Source: an optimization exercise on an open RTL-to-GDS flow (aim: small area, a short achievable clock period and few clock cycles per item). Production flows keep margins and buffers that such runs may drop. At most, simulation tests tie the RTL to the original design; equivalence was not proved.

==> run E: inputs <==
==> flow/design.v (excerpt) <==
module clamped_pid_controller #(
    parameter int GAIN_FRAC_BITS = 16
) (
    input  logic                                i_clk,
    input  logic                                i_rst_n,
    input  logic                                i_cfg_we,
    input  logic [cpid_pkg::CFG_IDX_W-1:0]      i_cfg_idx,
    input  logic [cpid_pkg::CFG_DATA_W-1:0]     i_cfg_data,
    input  logic                                i_valid,
    output logic                                o_stall,
    input  logic signed [cpid_pkg::SAMPLE_W-1:0] i_setpoint,
    input  logic signed [cpid_pkg::SAMPLE_W-1:0] i_measured,
    input  logic                                i_clear_integ,
    output logic                                o_valid,
    input  logic                                i_stall,
    output logic signed [cpid_pkg::DRIVE_W-1:0] o_drive,
    output logic                                o_clamped
);
    localparam int QN = 5;               
    localparam int WI = 38;              
    localparam int WP = 40;              
    cpid_pkg::t_cfg w_cfg;
    cpid_cfg u_cfg (
        .i_clk      (i_clk),
        .i_rst_n    (i_rst_n),
        .i_cfg_we   (i_cfg_we),
        .i_cfg_idx  (i_cfg_idx),
        .i_cfg_data (i_cfg_data),
        .o_cfg      (w_cfg)
    );
    logic       r_stall;
    logic [2:0] r_cnt;
    logic       w_acc;
    logic       w_take;
    logic [2:0] w_cnt;
    assign w_acc  = i_valid && !r_stall;
    assign w_take = o_valid && !i_stall;
    assign w_cnt  = r_cnt + 3'(w_acc) - 3'(w_take);
    always_ff @(posedge i_clk) begin
        if (!i_rst_n) begin
            r_cnt   <= '0;
            r_stall <= 1'b0;
        end else begin
            r_cnt   <= w_cnt;
            r_stall <= (w_cnt >= 3'(QN));
        end
    end
    assign o_stall = r_stall;
    logic               r_v1;
    logic signed [16:0] r_err;       
    logic [8:0]         r_e1, r_e2, r_en;    
  ...
clock: 10.0 ns
lec_check: 0
abc_area: 1
cap_margin: 20
core_margin: 2
core_utilization: 50
slew_margin: 20
standard.sh (not shown) runs the stock make flow with config.mk's settings and CLKGATE_MAP_FILE= SYNTH_SCRIPT=/design/flow/synth_recipe.tcl, a recipe that flattens the netlist after the stock synthesis.
==> flow/flow/run.sh <==
#!/bin/bash
set -euo pipefail
bash standard.sh SETUP_SLACK_MARGIN=6.5 finish > standard_flow.log 2>&1
==> inputs of run P, as changes to run E <==
==> flow/run.sh (new file) <==
#!/bin/bash
# synth_recipe.tcl (not shown) runs the flow's synth.tcl, then flattens the netlist and writes it again
# the make line also repeats each setting of config.mk as NAME=value (left out here)
make -C /OpenROAD-flow-scripts/flow DESIGN_CONFIG=/design/flow/config.mk WORK_HOME=/design/flow/orfs CLKGATE_MAP_FILE= SYNTH_SCRIPT=/design/flow/synth_recipe.tcl finish
- SETUP_SLACK_MARGIN: unset -> 5
removed: flow/flow/run.sh
removed: flow/standard.sh
==> impl_metrics.yaml <==
sta:
  layout_worst_path_cycle_share: 0.528
  max_freq_mhz: 189
finish:
  final_cells: 6104
  areaGrowthSynthToFinish_pct: 14.2
critical_path:
  r2r_slack_ns: 4.72
  cp_top_family: "buffers and inverters"
run_status:
  status: "no timing/DRC/antenna violations"
That was run P.
==> impl_metrics.yaml <==
run_status:
  status: "no timing/DRC/antenna violations"
finish:
  final_cells: 6433
  areaGrowthSynthToFinish_pct: 28.3
critical_path:
  cp-startpoint: "r_iout[0]"
  r2r_slack_ns: 4.66
  cp_top_family: "simple AND/OR/NAND/NOR gates"
sta:
  max_freq_mhz: 187
  layout_worst_path_cycle_share: 0.534
floorplanning:
  die_y_um: 308
detailed_routing:
  met1_length_mm: 61.2
That was run E.
No run of this note included a check of the RTL's function; only the layout flow was run.

==> delta <==
clamped_pid_controller, a different RTL version from the one above (not shown whole).
export LEC_CHECK = 0
export ABC_AREA = 1
export CAP_MARGIN = 20
export CORE_MARGIN = 2
export CORE_UTILIZATION = 50
export SLEW_MARGIN = 20
create_clock -name core_clock -period 10.0 [get_ports {i_clk}]
run.sh (not shown) runs the stock make flow with config.mk's settings and CLKGATE_MAP_FILE= SYNTH_SCRIPT=/design/flow/synth_recipe.tcl, a recipe that flattens the netlist after the stock synthesis.
Stock flow here: none of the scripts above is used.
==> zinc (differences from delta) <==
--- a/flow/design.v
+++ b/flow/design.v
@@ -4337,11 +4337,10 @@
     always_ff @(posedge i_clk) begin
         r_derr <= w_derr;
         r_clr1 <= i_clear_integ;
     end
     logic            r_v2;
-    logic            r_clr2;
     logic [WI-1:0]   r_is0, r_is1;
     logic [WP-1:0]   r_pd0, r_pd1;
     logic [WI-1:0]   w_is0, w_is1;
     logic [WP-1:0]   w_pd0, w_pd1;
     cpid_trees u_trees (
@@ -4358,28 +4357,28 @@
     always_ff @(posedge i_clk) begin
         if (!i_rst_n) r_v2 <= 1'b0;
         else          r_v2 <= r_v1;
     end
     always_ff @(posedge i_clk) begin
-        r_clr2 <= r_clr1;
         r_is0  <= w_is0;
         r_is1  <= w_is1;
         r_pd0  <= w_pd0;
         r_pd1  <= w_pd1;
     end
     logic               r_v3;
-    logic signed [31:0] r_integ;
+    logic signed [31:0] r_integ;     
+    logic signed [31:0] r_iout;      
     logic [WP-1:0]      r_pd;
     logic [WI-1:0]      w_base;
     logic [WI-1:0]      w_isum;
     logic signed [WI-17:0] w_ihi;
     logic               w_ifnz;
     logic               w_igt;
     logic               w_ilt;
     logic signed [31:0] w_ilim;
     logic signed [31:0] w_integ;
-    assign w_base = r_clr2 ? '0 : WI'(r_integ);
+    assign w_base = WI'(r_integ);
     logic [WI-1:0]      w_cs0, w_cs1;
     assign w_cs0  = w_base ^ r_is0 ^ r_is1;
     assign w_cs1  = (w_base & r_is0) | (w_base & r_is1) | (r_is0 & r_is1);
     cpid_add38 u_isum (
         .a (w_cs0),
@@ -4401,13 +4400,17 @@
         if (!i_rst_n) begin
             r_v3    <= 1'b0;
             r_integ <= '0;
         end else begin
             r_v3 <= r_v2;
-            if (r_v2) r_integ <= w_integ;
+            if (r_v1 && r_clr1) r_integ <= '0;
+            else if (r_v2)      r_integ <= w_integ;
         end
     end
+    always_ff @(posedge i_clk) begin
+        r_iout <= w_integ;
+    end
     logic [WP-1:0] w_pd;
     cpid_add40 u_pd (
         .a (r_pd0),
         .b (r_pd1),
         .s (w_pd)
@@ -4422,11 +4425,11 @@
     logic                  w_olt;
     logic [15:0]           w_drive;
     logic                  w_clamped;
     cpid_add40 u_sum (
         .a (r_pd),
-        .b (WP'(r_integ)),
+        .b (WP'(r_iout)),
         .s (w_sum)
     );
     assign w_ohi  = w_sum[WP-1:16];
     assign w_ofnz = (w_sum[15:0] != '0);
     assign w_ogt  = (w_ohi > $signed({1'b0, w_cfg.out_limit}))
==> flow/flow/run.sh (new file) <==
#!/bin/bash
set -euo pipefail
bash standard.sh SETUP_SLACK_MARGIN=5.6 finish > standard_flow.log 2>&1
==> flow/standard.sh (new file) <==
#!/bin/bash
# synth_recipe.tcl (not shown) runs the flow's synth.tcl, then flattens the netlist and writes it again
# the make line also repeats each setting of config.mk as NAME=value (left out here)
make -C /OpenROAD-flow-scripts/flow DESIGN_CONFIG=/design/flow/config.mk WORK_HOME=/design/flow/orfs CLKGATE_MAP_FILE= SYNTH_SCRIPT=/design/flow/synth_recipe.tcl "${@:-finish}"
removed: flow/run.sh
==> summary.txt <==
Most common cell on crit path: delta nand2_1; zinc fa_2
Shortest period the worst path allows: delta 6.41 ns; zinc 4.76 ns
Critical Path End: delta r_integ[31]; zinc r_pd0[16]
Longest individual stage delay on the worst path: delta 0.49 ns; zinc 0.54 ns
Result of the run: delta finished clean; zinc finished clean
Post-route insts no fill: delta 6072; zinc 6388
Final Routed Wirelength: delta 147000 um; zinc 161000 um
Layout buffering overhead excluding clock cells: delta 2.61%; zinc 8.07%
Grt met1 use: delta 43.3%; zinc 45.1%
Normalized max-slew margin: delta 26.5%; zinc 22.0%
Sinks on the clock net: delta 452; zinc 483
Testbench counts of delta, summed over its fixed seeds: cycles 12,032, items 12,000.
Function not checked in zinc: the RTL went through the layout flow alone.

## afterwards: timing with drivers on the ports
The flow's constraints put no driver on any port. The routed layouts listed below were extracted and timed again, unchanged, in two steps.
Step 1 assumes that a clkbuf_16 drives the clock port and a buf_2 every other input.
Step 2 adds t to the input delays and takes it off the output delays; t is the mean of the earliest and latest rising clock arrival at the registers after step 1. Input paths then give back, and output paths get back, about the clock's delay inside the block.
Slacks: ideal / step 1 / step 2; pairs: ideal / step 1.
run | t (ns) | setup slack, ns | worst setup path after step 2 | worst slew at a driven data input, ns
run E | 0.745 | 4.658 / 4.658 / 4.658 | register to register | 0.06
run P | 0.720 | 4.723 / 4.723 / 4.451 | input to register | 0.07
delta | 0.728 | 3.591 / 3.591 / 3.591 | register to register | 0.07
zinc | 0.742 | 5.236 / 5.236 / 5.026 | input to register | 0.06
After both steps every run listed still meets setup and hold. For run P, which loses most, drivers alone change the setup slack by 0.000 ns; drivers and shift together by -0.272 ns.
